Source: an optimization exercise on an open RTL-to-GDS flow (aim: small area). Production flows keep margins and buffers that such runs may drop. The RTL was checked by simulation tests, not by an equivalence proof against the original design.

Setup of v14:
// pill_box_top
module pill_box_top #(
	parameter int TICKS_PER_SEC = 32_768,
	parameter int TONE_DIV      = 8
) (
	input  logic                               clk,
	input  logic                               rst_n,
	input  pill_box_pkg::key_code_t            keyvalue,
	output logic [23:0]                        time_din,
	output logic [27:0]                        pill_box_din,
	output logic                               beep,
	output logic [pill_box_pkg::NUM_BOXES-1:0] alarm_box,
	output pill_box_pkg::menu_mode_t           mode_out,
	output pill_box_pkg::slot_idx_t            index_out
);
clock: 10.0 ns
lec_check: 0
cap_margin: 20
core_margin: 2
core_utilization: 40
slew_margin: 20
standard.sh (not shown) runs the stock make flow with config.mk's settings and CLKGATE_MAP_FILE= SYNTH_SCRIPT=/design/flow/synth_recipe.tcl, a recipe that flattens the netlist after the stock synthesis.
==> flow/flow/run.sh <==
#!/bin/bash
# Own layout flow: the standard ORFS flow (standard.sh) with these changes:
#  - synthesis is the standard flow's script (synth_recipe.tcl, ORFS synth.tcl) except that
#    ABC maps the logic with an area-oriented script, flow/abc_area.script;
#    registers are mapped before ABC and are left as the standard synthesis
#    makes them;
#  - adders are left to ABC as plain logic (ADDER_MAP_FILE empty) instead of
#    being mapped to half/full adder cells first;
#  - input and output ports are buffered with buf_1;
#  - clock tree clusters (no dummy loads), repair margins and utilization
#    are set below.
# Each tool's output goes to a log file in this folder.
set -euo pipefail
W=$(pwd)
F=$FLOW_HOME
cp "$W/flow/abc_area.script" "$W/abc_area.script"
sed "s#^source \$::env(SCRIPTS_DIR)/synth_preamble.tcl#source \$::env(SCRIPTS_DIR)/synth_preamble.tcl\nset abc_args [lreplace \$abc_args 1 1 $W/abc_area.script]#" \
	"$F/scripts/synth.tcl" > "$W/synth_area.tcl"
grep -q "abc_area.script" "$W/synth_area.tcl"
sed "s#source \$::env(SCRIPTS_DIR)/synth.tcl#source $W/synth_area.tcl#" "$W/synth_recipe.tcl" > "$W/synth_recipe_area.tcl"
grep -q "synth_area.tcl" "$W/synth_recipe_area.tcl"
make -C "$F" DESIGN_CONFIG="$FLOW_CONFIG" WORK_HOME="$W/orfs" CLKGATE_MAP_FILE= \
	SYNTH_SCRIPT="$W/synth_recipe_area.tcl" ADDER_MAP_FILE= \
	CAP_MARGIN=0 CORE_MARGIN=2 CORE_UTILIZATION=60 SLEW_MARGIN=0 \
	"CTS_ARGS=-sink_clustering_enable -repair_clock_nets -sink_clustering_size 45 -sink_clustering_max_diameter 60 -dont_use_dummy_load" \
	"BUFFER_PORTS_ARGS=-buffer_cell sky130_fd_sc_hd__buf_1" \
	finish > "$W/make.log" 2>&1
: # left out here: write the final layout as DEF
==> flow/flow/abc_area.script <==
strash
ifraig
dc2
dc2
dch -f
amap -F 2 -A 6
topo
## Diff of input files: v31 against v14
--- a/flow/flow/run.sh
+++ b/flow/flow/run.sh
@@ -24,3 +24,3 @@
 	CAP_MARGIN=0 CORE_MARGIN=2 CORE_UTILIZATION=60 SLEW_MARGIN=0 \
-	"CTS_ARGS=-sink_clustering_enable -repair_clock_nets -sink_clustering_size 45 -sink_clustering_max_diameter 60 -dont_use_dummy_load" \
+	"CTS_ARGS=-sink_clustering_enable -repair_clock_nets -sink_clustering_size 40 -sink_clustering_max_diameter 70 -dont_use_dummy_load" \
 	"BUFFER_PORTS_ARGS=-buffer_cell sky130_fd_sc_hd__buf_1" \
==> run summary <==
No run among v14 and v31 stopped early or left any final violation; all are clean. From v14 to v31 the numbers moved as follows: total wire length after detailed routing neither gained nor lost much, layout net count lower, first-pass GRT wire length lower, cell count has decreased, slew at the pin closest to its max-slew limit -0.017 ns. Logic depth of the worst register-to-register path, v14 and v31, lower one = v14. Comparing v14 and v31, the lower number of global-route vias before repair is on v31. On total number of vias, v31 tracks v14 almost exactly. Diff v14 -> v31: number of clock-tree buffers in the layout moved down, data arrival time at the worst-slack endpoint moved down.
What v57 does differently from v31 at the input level:
--- a/flow/flow/run.sh
+++ b/flow/flow/run.sh
@@ -24,3 +24,3 @@
 	CAP_MARGIN=0 CORE_MARGIN=2 CORE_UTILIZATION=60 SLEW_MARGIN=0 \
-	"CTS_ARGS=-sink_clustering_enable -repair_clock_nets -sink_clustering_size 40 -sink_clustering_max_diameter 70 -dont_use_dummy_load" \
+	"CTS_ARGS=-sink_clustering_enable -repair_clock_nets -sink_clustering_size 30 -sink_clustering_max_diameter 80 -dont_use_dummy_load" \
 	"BUFFER_PORTS_ARGS=-buffer_cell sky130_fd_sc_hd__buf_1" \
[summary]
- Delta (v57 minus v31): average via count per standard cell climbed about 0.35%; clock skew dropped 0.019 ns.
- On signed area change from the synthesized netlist to the final layout, the lower figure sits with v57, not v31.
- Comparing v57 and v31, the lower headroom to the max-slew limit was measured on v57.
- Delta (v57 minus v31): sequential share of layout area essentially unchanged.
- Comparing v31 against v57, there is no change at all in final count of hold timing violations.
- Time the worst path needs with I/O delays and setup: v57 higher than v31
- STATUS worst hold slack: v57 wins against v31

---

pill_box_top, a different RTL version from the one above (not shown whole).
For scale: about 1300 cells after synthesis, roughly 67 I/O pins, ~0.015 mm^2 of cells after synthesis.
==> flow/design.v (excerpt) <==
module pill_box_top #(
	parameter int TICKS_PER_SEC = 32_768,
	parameter int TONE_DIV      = 8
) (
	input  logic                               clk,
	input  logic                               rst_n,
	input  pill_box_pkg::key_code_t            keyvalue,
	output logic [23:0]                        time_din,
	output logic [27:0]                        pill_box_din,
	output logic                               beep,
	output logic [pill_box_pkg::NUM_BOXES-1:0] alarm_box,
	output pill_box_pkg::menu_mode_t           mode_out,
	output pill_box_pkg::slot_idx_t            index_out
);
make LEC_CHECK=0 CAP_MARGIN=20 CORE_MARGIN=2 CORE_UTILIZATION=60 CTS_BUF_LIST=sky130_fd_sc_hd__clkbuf_4 SLEW_MARGIN=20 finish   # period 10.0 ns
run.sh (not shown) runs the stock make flow with config.mk's settings and CLKGATE_MAP_FILE= SYNTH_SCRIPT=/design/flow/synth_recipe.tcl, a recipe that flattens the netlist after the stock synthesis.
Stock flow here: none of the scripts above is used.
Edit:
- CAP_MARGIN: 20 -> 0
- CORE_UTILIZATION: 60 -> 40
- CTS_BUF_LIST: sky130_fd_sc_hd__clkbuf_4 -> not set
- CTS_CLUSTER_DIAMETER: not set -> 80
- CTS_CLUSTER_SIZE: not set -> 30
- SLEW_MARGIN: 20 -> 0
Result:
- worst setup slack improved by 160 ps
- design area went down by 1.1%
- sequential share of layout area went up by 0.55 points
Edit:
- CAP_MARGIN: 0 -> 20
- CTS_CLUSTER_DIAMETER: 80 -> not set
- CTS_CLUSTER_SIZE: 30 -> not set
- SLEW_MARGIN: 0 -> 20
Worst hold slack degrades by 11 ps; design area grows by a few percent; area after synthesis is unchanged; clock-buffer cell count grows by 18.

---

## oak
pill_box_top, a different RTL version from the one above (not shown whole).
Size in the first run: about 67 I/O pins, ~0.011 mm2 of cells after synthesis.
clock: 10.0 ns
lec_check: 0
cap_margin: 20
core_margin: 2
core_utilization: 40
slew_margin: 20
standard.sh (not shown) runs the stock make flow with config.mk's settings and CLKGATE_MAP_FILE= SYNTH_SCRIPT=/design/flow/synth_recipe.tcl, a recipe that flattens the netlist after the stock synthesis.
==> flow/flow/run.sh <==
#!/bin/bash
# Own layout flow: the standard ORFS flow (standard.sh) with these changes:
#  - synthesis is the standard flow's script (synth_recipe.tcl, ORFS synth.tcl) except that
#    ABC maps the logic with an area-oriented script, flow/abc_area.script;
#    registers are mapped before ABC and are left as the standard synthesis
#    makes them;
#  - adders are left to ABC as plain logic (ADDER_MAP_FILE empty) instead of
#    being mapped to half/full adder cells first;
#  - input and output ports are buffered with buf_1;
#  - clock tree clusters (no dummy loads), repair margins and utilization
#    are set below.
# Each tool's output goes to a log file in this folder.
set -euo pipefail
W=$(pwd)
F=$FLOW_HOME
cp "$W/flow/abc_area.script" "$W/abc_area.script"
sed "s#^source \$::env(SCRIPTS_DIR)/synth_preamble.tcl#source \$::env(SCRIPTS_DIR)/synth_preamble.tcl\nset abc_args [lreplace \$abc_args 1 1 $W/abc_area.script]#" \
	"$F/scripts/synth.tcl" > "$W/synth_area.tcl"
grep -q "abc_area.script" "$W/synth_area.tcl"
sed "s#source \$::env(SCRIPTS_DIR)/synth.tcl#source $W/synth_area.tcl#" "$W/synth_recipe.tcl" > "$W/synth_recipe_area.tcl"
grep -q "synth_area.tcl" "$W/synth_recipe_area.tcl"
make -C "$F" DESIGN_CONFIG="$FLOW_CONFIG" WORK_HOME="$W/orfs" CLKGATE_MAP_FILE= \
	SYNTH_SCRIPT="$W/synth_recipe_area.tcl" ADDER_MAP_FILE= \
	CAP_MARGIN=0 CORE_MARGIN=2 CORE_UTILIZATION=60 SLEW_MARGIN=0 \
	"CTS_ARGS=-sink_clustering_enable -repair_clock_nets -sink_clustering_size 25 -sink_clustering_max_diameter 60 -dont_use_dummy_load" \
	"BUFFER_PORTS_ARGS=-buffer_cell sky130_fd_sc_hd__buf_1" \
	finish > "$W/make.log" 2>&1
: # left out here: write the final layout as DEF
Scripts as last shown in full above: flow/flow/abc_area.script
Here is what was changed in the inputs of pine compared with oak.
-- flow/flow/run.sh --
<<< oak, line 23
	SYNTH_SCRIPT="$W/synth_recipe_area.tcl" ADDER_MAP_FILE= \
	CAP_MARGIN=0 CORE_MARGIN=2 CORE_UTILIZATION=60 SLEW_MARGIN=0 \
	"CTS_ARGS=-sink_clustering_enable -repair_clock_nets -sink_clustering_size 25 -sink_clustering_max_diameter 60 -dont_use_dummy_load" \
	"BUFFER_PORTS_ARGS=-buffer_cell sky130_fd_sc_hd__buf_1" \
>>> pine, line 23
	SYNTH_SCRIPT="$W/synth_recipe_area.tcl" ADDER_MAP_FILE= \
	CAP_MARGIN=0 CORE_MARGIN=2 CORE_UTILIZATION=50 SLEW_MARGIN=0 \
	"CTS_ARGS=-sink_clustering_enable -repair_clock_nets -sink_clustering_size 30 -sink_clustering_max_diameter 80 -dont_use_dummy_load" \
	"BUFFER_PORTS_ARGS=-buffer_cell sky130_fd_sc_hd__buf_1" \
Notes after the runs:
pine did not stop at any stage, and its layout met the timing, design-rule and antenna checks. oak | status: complete | timing, DRC, antenna: pass. Time the final worst path needs with I/O delays and setup: pine and oak compared, higher one is oak. Summary of pine over oak: die width went up 9.3%. Max die span in y across pine and oak: pine. [pine] met2 capacity usage during global routing fell 7.2 points relative to oak. Compared with oak, pine shows a higher routed wire length.
The following lists how birch was set up differently from pine:
-- flow/flow/run.sh --
<<< pine, line 23
	SYNTH_SCRIPT="$W/synth_recipe_area.tcl" ADDER_MAP_FILE= \
	CAP_MARGIN=0 CORE_MARGIN=2 CORE_UTILIZATION=50 SLEW_MARGIN=0 \
	"CTS_ARGS=-sink_clustering_enable -repair_clock_nets -sink_clustering_size 30 -sink_clustering_max_diameter 80 -dont_use_dummy_load" \
>>> birch, line 23
	SYNTH_SCRIPT="$W/synth_recipe_area.tcl" ADDER_MAP_FILE= \
	CAP_MARGIN=0 CORE_MARGIN=2 CORE_UTILIZATION=60 SLEW_MARGIN=0 \
	"CTS_ARGS=-sink_clustering_enable -repair_clock_nets -sink_clustering_size 30 -sink_clustering_max_diameter 80 -dont_use_dummy_load" \
## What came out
In the reports for pine and birch, the larger non-clock buffer count in the final layout belongs to pine. birch: final non-filler cell area about 1.3% below pine. Diff pine and birch: estimated wirelength of the detail-placed design higher in pine. [birch vs pine] number of well taps: lower in birch.
Setup changes, birch to maple
-- flow/flow/run.sh --
<<< birch, line 23
	SYNTH_SCRIPT="$W/synth_recipe_area.tcl" ADDER_MAP_FILE= \
	CAP_MARGIN=0 CORE_MARGIN=2 CORE_UTILIZATION=60 SLEW_MARGIN=0 \
	"CTS_ARGS=-sink_clustering_enable -repair_clock_nets -sink_clustering_size 30 -sink_clustering_max_diameter 80 -dont_use_dummy_load" \
>>> maple, line 23
	SYNTH_SCRIPT="$W/synth_recipe_area.tcl" ADDER_MAP_FILE= \
	CAP_MARGIN=0 CORE_MARGIN=2 CORE_UTILIZATION=55 SLEW_MARGIN=0 \
	"CTS_ARGS=-sink_clustering_enable -repair_clock_nets -sink_clustering_size 30 -sink_clustering_max_diameter 80 -dont_use_dummy_load" \
### Flow results
- The data arrival time of the critical path reported for maple is greater than that of birch by 0.04 ns.
- Looking at birch and maple, the footprint of the multi-input gates is a wash.
- maple vs birch on die span in y: maple is the higher one.
Relative to maple, the following input files were edited for cedar:
-- flow/flow/run.sh --
<<< maple, line 23
	SYNTH_SCRIPT="$W/synth_recipe_area.tcl" ADDER_MAP_FILE= \
	CAP_MARGIN=0 CORE_MARGIN=2 CORE_UTILIZATION=55 SLEW_MARGIN=0 \
	"CTS_ARGS=-sink_clustering_enable -repair_clock_nets -sink_clustering_size 30 -sink_clustering_max_diameter 80 -dont_use_dummy_load" \
	"BUFFER_PORTS_ARGS=-buffer_cell sky130_fd_sc_hd__buf_1" \
>>> cedar, line 23
	SYNTH_SCRIPT="$W/synth_recipe_area.tcl" ADDER_MAP_FILE= \
	CAP_MARGIN=0 CORE_MARGIN=2 CORE_UTILIZATION=60 SLEW_MARGIN=0 \
	"CTS_ARGS=-sink_clustering_enable -repair_clock_nets -sink_clustering_size 30 -sink_clustering_max_diameter 110 -dont_use_dummy_load" \
	"BUFFER_PORTS_ARGS=-buffer_cell sky130_fd_sc_hd__buf_1" \
Results
Result: PASS for each of cedar and maple
Per the comparison of cedar with maple, post-synthesis to final-layout area growth fell by 1.1 points, maximum clock frequency neither gained nor lost much, utilization up 6.0 points.

---

pill_box_top, a different RTL version from the one above (not shown whole).
Size: roughly 260 flip-flops.
Design pill_box_top, start of the top module:
module pill_box_top #(
	parameter int TICKS_PER_SEC = 32_768,
	parameter int TONE_DIV      = 8
) (
	input  logic                               clk,
	input  logic                               rst_n,
	input  pill_box_pkg::key_code_t            keyvalue,
	output logic [23:0]                        time_din,
	output logic [27:0]                        pill_box_din,
	output logic                               beep,
	output logic [pill_box_pkg::NUM_BOXES-1:0] alarm_box,
	output pill_box_pkg::menu_mode_t           mode_out,
	output pill_box_pkg::slot_idx_t            index_out
);
clock: 10.0 ns
lec_check: 0
cap_margin: 20
core_margin: 2
core_utilization: 40
slew_margin: 20
==> flow/flow/run.sh <==
#!/bin/bash
# Own layout flow: the standard ORFS flow (standard.sh) with these changes:
#  - synthesis is the standard flow's script (synth_recipe.tcl, ORFS synth.tcl) except that
#    ABC maps the logic with an area-oriented script, flow/abc_area.script;
#    registers are mapped before ABC and are left as the standard synthesis
#    makes them;
#  - adders are left to ABC as plain logic (ADDER_MAP_FILE empty) instead of
#    being mapped to half/full adder cells first;
#  - input and output ports are buffered with buf_1;
#  - clock tree clusters and repair margins are set below.
# Each tool's output goes to a log file in this folder.
set -euo pipefail
W=$(pwd)
F=$FLOW_HOME
cp "$W/flow/abc_area.script" "$W/abc_area.script"
sed "s#^source \$::env(SCRIPTS_DIR)/synth_preamble.tcl#source \$::env(SCRIPTS_DIR)/synth_preamble.tcl\nset abc_args [lreplace \$abc_args 1 1 $W/abc_area.script]#" \
	"$F/scripts/synth.tcl" > "$W/synth_area.tcl"
grep -q "abc_area.script" "$W/synth_area.tcl"
sed "s#source \$::env(SCRIPTS_DIR)/synth.tcl#source $W/synth_area.tcl#" "$W/synth_recipe.tcl" > "$W/synth_recipe_area.tcl"
grep -q "synth_area.tcl" "$W/synth_recipe_area.tcl"
make -C "$F" DESIGN_CONFIG="$FLOW_CONFIG" WORK_HOME="$W/orfs" CLKGATE_MAP_FILE= \
	SYNTH_SCRIPT="$W/synth_recipe_area.tcl" ADDER_MAP_FILE= \
	CAP_MARGIN=0 CORE_MARGIN=2 CORE_UTILIZATION=40 SLEW_MARGIN=0 \
	"CTS_ARGS=-sink_clustering_enable -repair_clock_nets -sink_clustering_size 20 -sink_clustering_max_diameter 60 -root_buf sky130_fd_sc_hd__clkbuf_16 -buf_list sky130_fd_sc_hd__clkbuf_8" \
	"BUFFER_PORTS_ARGS=-buffer_cell sky130_fd_sc_hd__buf_1" \
	finish > "$W/make.log" 2>&1
: # left out here: write the final layout as DEF
==> flow/flow/abc_area.script <==
strash
dc2
dc2
dch -f
amap
topo
The baseline finished with timing, DRC and antenna clean.
Rerun with:
--- a/flow/flow/run.sh
+++ b/flow/flow/run.sh
@@ -23,2 +23,2 @@
-	CAP_MARGIN=0 CORE_MARGIN=2 CORE_UTILIZATION=40 SLEW_MARGIN=0 \
-	"CTS_ARGS=-sink_clustering_enable -repair_clock_nets -sink_clustering_size 20 -sink_clustering_max_diameter 60 -root_buf sky130_fd_sc_hd__clkbuf_16 -buf_list sky130_fd_sc_hd__clkbuf_8" \
+	CAP_MARGIN=0 CORE_MARGIN=2 CORE_UTILIZATION=55 SLEW_MARGIN=0 \
+	"CTS_ARGS=-sink_clustering_enable -repair_clock_nets -sink_clustering_size 25 -sink_clustering_max_diameter 70 -root_buf sky130_fd_sc_hd__clkbuf_16 -buf_list sky130_fd_sc_hd__clkbuf_16 -sink_clustering_levels 1" \
Fmax rose by 0.42%.
Clock skew is lower by 7.8 ps.
Hold slack barely changes.
Count of clock-buffer cells in the layout went down by 7.
Design area drops by 2.4%.
Global-route usage increases by 6.9 points.
Rerun with:
--- a/flow/flow/run.sh
+++ b/flow/flow/run.sh
@@ -23,2 +23,2 @@
-	CAP_MARGIN=0 CORE_MARGIN=2 CORE_UTILIZATION=55 SLEW_MARGIN=0 \
-	"CTS_ARGS=-sink_clustering_enable -repair_clock_nets -sink_clustering_size 25 -sink_clustering_max_diameter 70 -root_buf sky130_fd_sc_hd__clkbuf_16 -buf_list sky130_fd_sc_hd__clkbuf_16 -sink_clustering_levels 1" \
+	CAP_MARGIN=0 CORE_MARGIN=2 CORE_UTILIZATION=40 SLEW_MARGIN=0 \
+	CTS_CLUSTER_SIZE=30 CTS_CLUSTER_DIAMETER=80 \
The changed run ran to the end with no violations.
Worst setup slack is worse by 4.1 ps.
Via count fell by about 1.1%.
Clock-buffer cell count decreases by 2.
Die area grows by 36%.
Rerun with:
--- a/flow/flow/run.sh
+++ b/flow/flow/run.sh
@@ -23 +23 @@
-	CAP_MARGIN=0 CORE_MARGIN=2 CORE_UTILIZATION=40 SLEW_MARGIN=0 \
+	CAP_MARGIN=0 CORE_MARGIN=2 CORE_UTILIZATION=55 SLEW_MARGIN=0 \
=> Count of clock-buffer cells in the layout climbs by 1; non-clock buffer count goes down by 9; routed wire length falls by a few percent; synthesized area does not change.

==> port drivers added, routing unchanged <==
Ports are ideal in the flow. The routed layouts listed here were re-timed in OpenROAD.
Step 1, drivers: a clkbuf_16 drives clk and a buf_2 each remaining input, both assumed.
Step 2 times the ports against the registers' clock, not the clock port: input delays grow and output delays shrink by t, the midpoint of the rising clock arrivals with the driver on.
a / b / c = ideal / step 1 / step 2; a / b = the first two.
run	shift t [ns]	setup WS [ns]	slew at the worst register clock pin (ns)	cell pins on the clock port's net
v14	0.531	0.625 / 0.582 / 1.113	0.10 / 0.10	1
v31	0.528	0.694 / 0.648 / 1.175	0.12 / 0.12	1
v57	0.524	0.666 / 0.620 / 1.144	0.11 / 0.11	1
the first run of note 2	0.725	3.902 / 3.856 / 4.475	0.08 / 0.08	1
the second run of note 2	0.568	4.063 / 4.014 / 4.526	0.11 / 0.11	1
the third run of note 2	0.631	3.940 / 3.893 / 4.524	0.07 / 0.07	1
oak	0.520	0.728 / 0.682 / 1.202	0.09 / 0.09	1
pine	0.517	0.908 / 0.860 / 1.377	0.11 / 0.11	1
birch	0.514	0.775 / 0.730 / 1.244	0.11 / 0.11	1
maple	0.514	0.744 / 0.696 / 1.209	0.11 / 0.11	1
cedar	0.530	0.756 / 0.708 / 1.238	0.12 / 0.12	1
the first run of note 4	0.555	0.742 / 0.688 / 1.243	0.12 / 0.12	1
the second run of note 4	0.548	0.781 / 0.731 / 1.279	0.10 / 0.10	1
the third run of note 4	0.541	0.777 / 0.727 / 1.268	0.11 / 0.11	1
the fourth run of note 4	0.540	0.798 / 0.752 / 1.291	0.11 / 0.11	1
After both steps setup and hold are still met in every run listed.
